Context: an optimization exercise on an open-source flow, tuned for small area. The choices shown serve that exercise and are no tape-out recipe.
Function was checked by simulation only, so behaviour that the tests miss may differ from the original.
Power and IR drop assume default switching activity.

==> flow/design.v (excerpt) <==
module matrix_calc_top (
	input  logic       clk,
	input  logic       rst_n,
	input  logic       rx_valid,
	input  logic [7:0] rx_data,
	input  logic [7:0] command,
	input  logic [7:0] scalar_in,
	input  logic       confirm,
	input  logic       tx_busy,
	output logic       tx_start,
	output logic [7:0] tx_data,
	output logic       busy,
	output logic       error,
	output logic       timer_active
);
==> flow/config.mk <==
export PLATFORM = sky130hd
export DESIGN_NAME = matrix_calc_top
export DESIGN_NICKNAME = matrix_calc_top
export VERILOG_FILES = /design/flow/design.v
export SDC_FILE = /design/flow/constraint.sdc
export NUM_CORES = 4
export LEC_CHECK = 0
export ABC_AREA = 1
export CAP_MARGIN = 20
export CORE_MARGIN = 2
export CORE_UTILIZATION = 40
export CTS_CLUSTER_DIAMETER = 100
export CTS_CLUSTER_SIZE = 24
export SLEW_MARGIN = 20
==> flow/constraint.sdc <==
create_clock -name core_clock -period 11.0 [get_ports {clk}]
set_input_delay 2.2000 -clock core_clock [delete_from_list [all_inputs] [get_ports {clk}]]
set_output_delay 2.2000 -clock core_clock [all_outputs]
set_load 0.01 [all_outputs]
standard.sh (not shown) runs the stock make flow with config.mk's settings and CLKGATE_MAP_FILE= SYNTH_SCRIPT=/design/flow/synth_recipe.tcl, a recipe that flattens the netlist after the stock synthesis.
==> flow/flow/run.sh <==
#!/bin/bash
# The standard layout with two changes to synthesis, made in a copy of ORFS's
# scripts: the logic is mapped with an area-oriented ABC script
# (flow/abc_area.script) in place of ORFS's, and Yosys's generic "abc -fast"
# inside "synth -run fine:" is skipped, so that extract_fa sees the adder
# network as written. Registers come out exactly as in the standard synthesis.
# Ports are buffered with the smallest buffer; clock tree synthesis uses
# larger sink clusters and no dummy loads. Every other step is standard.
set -euo pipefail
here=$(pwd)
rm -rf "$here/scripts"
cp -r "$FLOW_HOME/scripts" "$here/scripts"
cp "$here/flow/abc_area.script" "$here/scripts/abc_area.script"
sed -i 's/synth -top \$::env(DESIGN_NAME) -run fine:/synth -noabc -top $::env(DESIGN_NAME) -run fine:/' \
	"$here/scripts/synth.tcl"
grep -n "synth -noabc" "$here/scripts/synth.tcl" > "$here/synth_patch.log" 2>&1 || true
bash standard.sh SCRIPTS_DIR="$here/scripts" \
	CTS_ARGS="-sink_clustering_enable -repair_clock_nets -dont_use_dummy_load -sink_clustering_size 16 -sink_clustering_max_diameter 70 -buf_list sky130_fd_sc_hd__clkbuf_8" \
	BUFFER_PORTS_ARGS="-buffer_cell sky130_fd_sc_hd__buf_1" finish > "$here/orfs_make.log" 2>&1
==> flow/flow/abc_area.script <==
strash
dc2
&get -n
&dch -f
&nf -R 1000
&put
strash
&get -n
&dch -f
&nf -R 1000
&put
topo
==> next run, changes <==
--- a/flow/flow/abc_area.script
+++ b/flow/flow/abc_area.script
@@ -11,0 +12,6 @@
+strash
+dc2
+&get -n
+&dch -f
+&nf -R 1000
+&put
--- a/flow/config.mk
+++ b/flow/config.mk
@@ -11,3 +11 @@
-export CORE_UTILIZATION = 40
-export CTS_CLUSTER_DIAMETER = 100
-export CTS_CLUSTER_SIZE = 24
+export CORE_UTILIZATION = 70
After rerunning:
- final cell count decreases by about a fifth
- first-iteration DRC count increases by well over a third
- synthesized cell count decreases slightly
- worst hold slack gets better by 0.043 ns
- via count increases by a few percent
- maximum frequency decreases by a few percent
- register-to-register slack gets worse by 0.28 ns
- worst setup slack gets worse by 0.28 ns
==> next run, changes <==
==> flow/flow/abc_area.script (replaced) <==
strash
dc2
&get -n
&dch -f
&nf -R 1000
&put
strash
&get -n
&dch -f
&nf -R 1000
&put
topo
--- a/flow/config.mk
+++ b/flow/config.mk
@@ -11 +11,2 @@
-export CORE_UTILIZATION = 70
+export CORE_UTILIZATION = 40
+export GPL_TIMING_DRIVEN = 0
What happened:
- setup slack got worse by 0.85 ns
- via count shrinks by 5.0%
- sequential power stays flat
- design area grows by 3.2%
- sequential share of layout area shrinks by 2.0 points
- hold slack got worse by 0.023 ns
==> next run, changes <==
--- a/flow/flow/abc_area.script
+++ b/flow/flow/abc_area.script
@@ -11,0 +12,6 @@
+strash
+dc2
+&get -n
+&dch -f
+&nf -R 1000
+&put
--- a/flow/config.mk
+++ b/flow/config.mk
@@ -12 +11,0 @@
-export GPL_TIMING_DRIVEN = 0
What happened:
- The new run ran to the end with no violations
- global-route usage stays flat
- count of clock-buffer cells in the layout rose by 1
- first-iteration DRC count fell by 5.8%
- final area fell by 1.3%
- clock skew fell by 0.043 ns
- worst setup slack is better by 1.4 ns

========
run 1:
matrix_calc_top, a different RTL version from the one above (not shown whole).
Size: roughly 1,000 cells after synthesis, roughly 41 I/O pins, ~15,000 sq um of cells after synthesis.
Settings: LEC_CHECK=0, ABC_AREA=1, CAP_MARGIN=20, CORE_MARGIN=2, CORE_UTILIZATION=40, CTS_CLUSTER_DIAMETER=100, CTS_CLUSTER_SIZE=24, SLEW_MARGIN=20; clock period 11.0 ns.
==> flow/flow/run.sh <==
#!/bin/bash
# The standard layout with two changes to synthesis, made in a copy of ORFS's
# scripts: the logic is mapped with an area-oriented ABC script
# (flow/abc_area.script) in place of ORFS's, and Yosys's generic "abc -fast"
# inside "synth -run fine:" is skipped, so that extract_fa sees the adder
# network as written. Registers come out exactly as in the standard synthesis.
# Ports are buffered with the smallest buffer. Every other step is standard.
set -euo pipefail
here=$(pwd)
rm -rf "$here/scripts"
cp -r "$FLOW_HOME/scripts" "$here/scripts"
cp "$here/flow/abc_area.script" "$here/scripts/abc_area.script"
sed -i 's/synth -top \$::env(DESIGN_NAME) -run fine:/synth -noabc -top $::env(DESIGN_NAME) -run fine:/' \
	"$here/scripts/synth.tcl"
grep -n "synth -noabc" "$here/scripts/synth.tcl" > "$here/synth_patch.log" 2>&1 || true
bash standard.sh SCRIPTS_DIR="$here/scripts" \
	BUFFER_PORTS_ARGS="-buffer_cell sky130_fd_sc_hd__buf_1" finish > "$here/orfs_make.log" 2>&1
==> flow/flow/abc_area.script <==
strash
dc2
&get -n
&dch -f
&nf -R 1000
&put
strash
&get -n
&dch -f
&nf -R 1000
&put
topo
[inputs] run 2 vs run 1
- removing CTS_CLUSTER_SIZE (formerly 24)
- removing CTS_CLUSTER_DIAMETER (formerly 100)
Findings:
- Run 2 reports a higher slew at the pin closest to its max-slew limit than run 1 does.
- Sequential cell fraction of total power in run 2 vs run 1: down 3.2 points
- The design area in run 2 sits about 3.2% above the value recorded for run 1.
- Run 2 vs run 1: switching share of total power down
- Across both runs, synthesis-to-layout area growth was higher for run 2 than for run 1.
> inputs changed (run 2 -> run 3)
- CTS_BUF_LIST now sky130_fd_sc_hd__clkbuf_4, previously not set
==> flow/flow/run.sh <==
#!/bin/bash
# The standard layout, with ORFS's scripts copied so that synthesis maps the
# logic with an area-oriented ABC script (flow/abc_area.script) in place of
# ORFS's, and ports buffered with the smallest buffer. Registers, hierarchy
# handling and every other step are the standard ones.
set -euo pipefail
here=$(pwd)
rm -rf "$here/scripts"
cp -r "$FLOW_HOME/scripts" "$here/scripts"
cp "$here/flow/abc_area.script" "$here/scripts/abc_area.script"
bash standard.sh SCRIPTS_DIR="$here/scripts" \
	BUFFER_PORTS_ARGS="-buffer_cell sky130_fd_sc_hd__buf_1" finish > "$here/orfs_make.log" 2>&1
==> comparison <==
Run 3: setup slack higher than run 2
Run 2 → run 3: total routing usage reported by global routing picked up an extra 1.2 points; count of clock-buffer cells in the layout +about 200%.
Going from run 2 to run 3, share of total power in combinational logic grows by 0.3 points.
| non-clock buffer area fraction after layout | run 3 vs run 2 | ≈ equal |
Run 3: proportion of power drawn by the clock network 1.9 points below run 2
Input changes introduced in run 4 (baseline for comparison: run 3):
- setting CTS_CLUSTER_DIAMETER to 100 for the first time
- setting CTS_CLUSTER_SIZE to 24 for the first time
- removing CTS_BUF_LIST (formerly sky130_fd_sc_hd__clkbuf_4)
==> flow/flow/run.sh <==
#!/bin/bash
# The standard layout with two changes to synthesis, made in a copy of ORFS's
# scripts: the logic is mapped with an area-oriented ABC script
# (flow/abc_area.script) in place of ORFS's, and Yosys's generic "abc -fast"
# inside "synth -run fine:" is skipped, so that extract_fa sees the adder
# network as written. Registers come out exactly as in the standard synthesis.
# Ports are buffered with the smallest buffer; clock tree synthesis uses
# larger sink clusters and no dummy loads. Every other step is standard.
set -euo pipefail
here=$(pwd)
rm -rf "$here/scripts"
cp -r "$FLOW_HOME/scripts" "$here/scripts"
cp "$here/flow/abc_area.script" "$here/scripts/abc_area.script"
sed -i 's/synth -top \$::env(DESIGN_NAME) -run fine:/synth -noabc -top $::env(DESIGN_NAME) -run fine:/' \
	"$here/scripts/synth.tcl"
grep -n "synth -noabc" "$here/scripts/synth.tcl" > "$here/synth_patch.log" 2>&1 || true
bash standard.sh SCRIPTS_DIR="$here/scripts" \
	CTS_ARGS="-sink_clustering_enable -repair_clock_nets -dont_use_dummy_load -sink_clustering_size 24 -sink_clustering_max_diameter 100" \
	BUFFER_PORTS_ARGS="-buffer_cell sky130_fd_sc_hd__buf_1" finish > "$here/orfs_make.log" 2>&1
--- outcome ---
As far as sequential cell area goes, run 4 and run 3 are indistinguishable; the numbers are identical. [compare] base=run 3 new=run 4: area share of fa/ha/maj cells after synthesis level, total via count in the routed design moved down. Compared run 4 vs run 3, and hold slack is down in run 4. Area of the die (lower): run 4. Summary of run 4 over run 3: total design power shrank by about 6%, detailed-route vias per instance grew by about 2.8%, count of inverters not on the clock network in the layout shrank by 64, area of the core shrank by 0.71%.
diff inputs: run 4 => run 5
- CTS_CLUSTER_DIAMETER: 100 -> unset
- CTS_CLUSTER_SIZE: 24 -> unset
==> flow/run.sh (new file) <==
#!/bin/bash
# synth_recipe.tcl (not shown) runs the flow's synth.tcl, then flattens the netlist and writes it again
# the make line also repeats each setting of config.mk as NAME=value (left out here)
make -C /OpenROAD-flow-scripts/flow DESIGN_CONFIG=/design/flow/config.mk WORK_HOME=/design/flow/orfs CLKGATE_MAP_FILE= SYNTH_SCRIPT=/design/flow/synth_recipe.tcl finish
removed: flow/flow/run.sh
removed: flow/flow/abc_area.script
removed: flow/standard.sh
Notes after the runs:
Run 5 completed every stage of the flow, and the final layout passed the timing, DRC and antenna checks. Setup WNS run 4 -> run 5: better. Note that the internal power consumption recorded for run 4 amounts to 1.12 times the value seen in run 5. On total wire length after detailed routing: between run 5 and run 4, it ends up lower for run 4. combinational cells as the power group with the highest consumption was reported by run 4, and registers by run 5. The clock-cell share of area in run 5 sits 3.6 points above the value recorded for run 4.

port drivers added, routing unchanged:
Ports are ideal in the flow. The routed layouts listed here were re-timed in OpenROAD.
Step 1 sets driving cells, clkbuf_16 on the clock port and buf_2 on the other inputs (assumed; they add their load-dependent delay and slew).
Step 2 adds t to the input delays and takes it off the output delays; t is the mean of the earliest and latest rising clock arrival at the registers after step 1. Input paths then give back, and output paths get back, about the clock's delay inside the block.
a / b / c = ideal ports / drivers / drivers and shift; a / b = the first two.
run	shift t [ns]	slack for setup (ns)	worst setup path after step 2
the first run of note 1	0.631	2.843 / 2.843 / 2.843	register to register
the second run of note 1	0.618	2.559 / 2.559 / 2.559	register to register
the third run of note 1	0.633	1.704 / 1.704 / 1.704	register to register
the fourth run of note 1	0.656	3.083 / 3.083 / 3.083	register to register
run 1	0.595	2.811 / 2.811 / 2.811	register to register
run 2	0.586	2.824 / 2.824 / 2.824	register to register
run 3	0.760	3.362 / 3.362 / 3.362	register to register
run 4	0.575	2.820 / 2.820 / 2.820	register to register
run 5	0.587	3.618 / 3.618 / 3.618	register to register
After both steps every run listed still meets setup and hold.
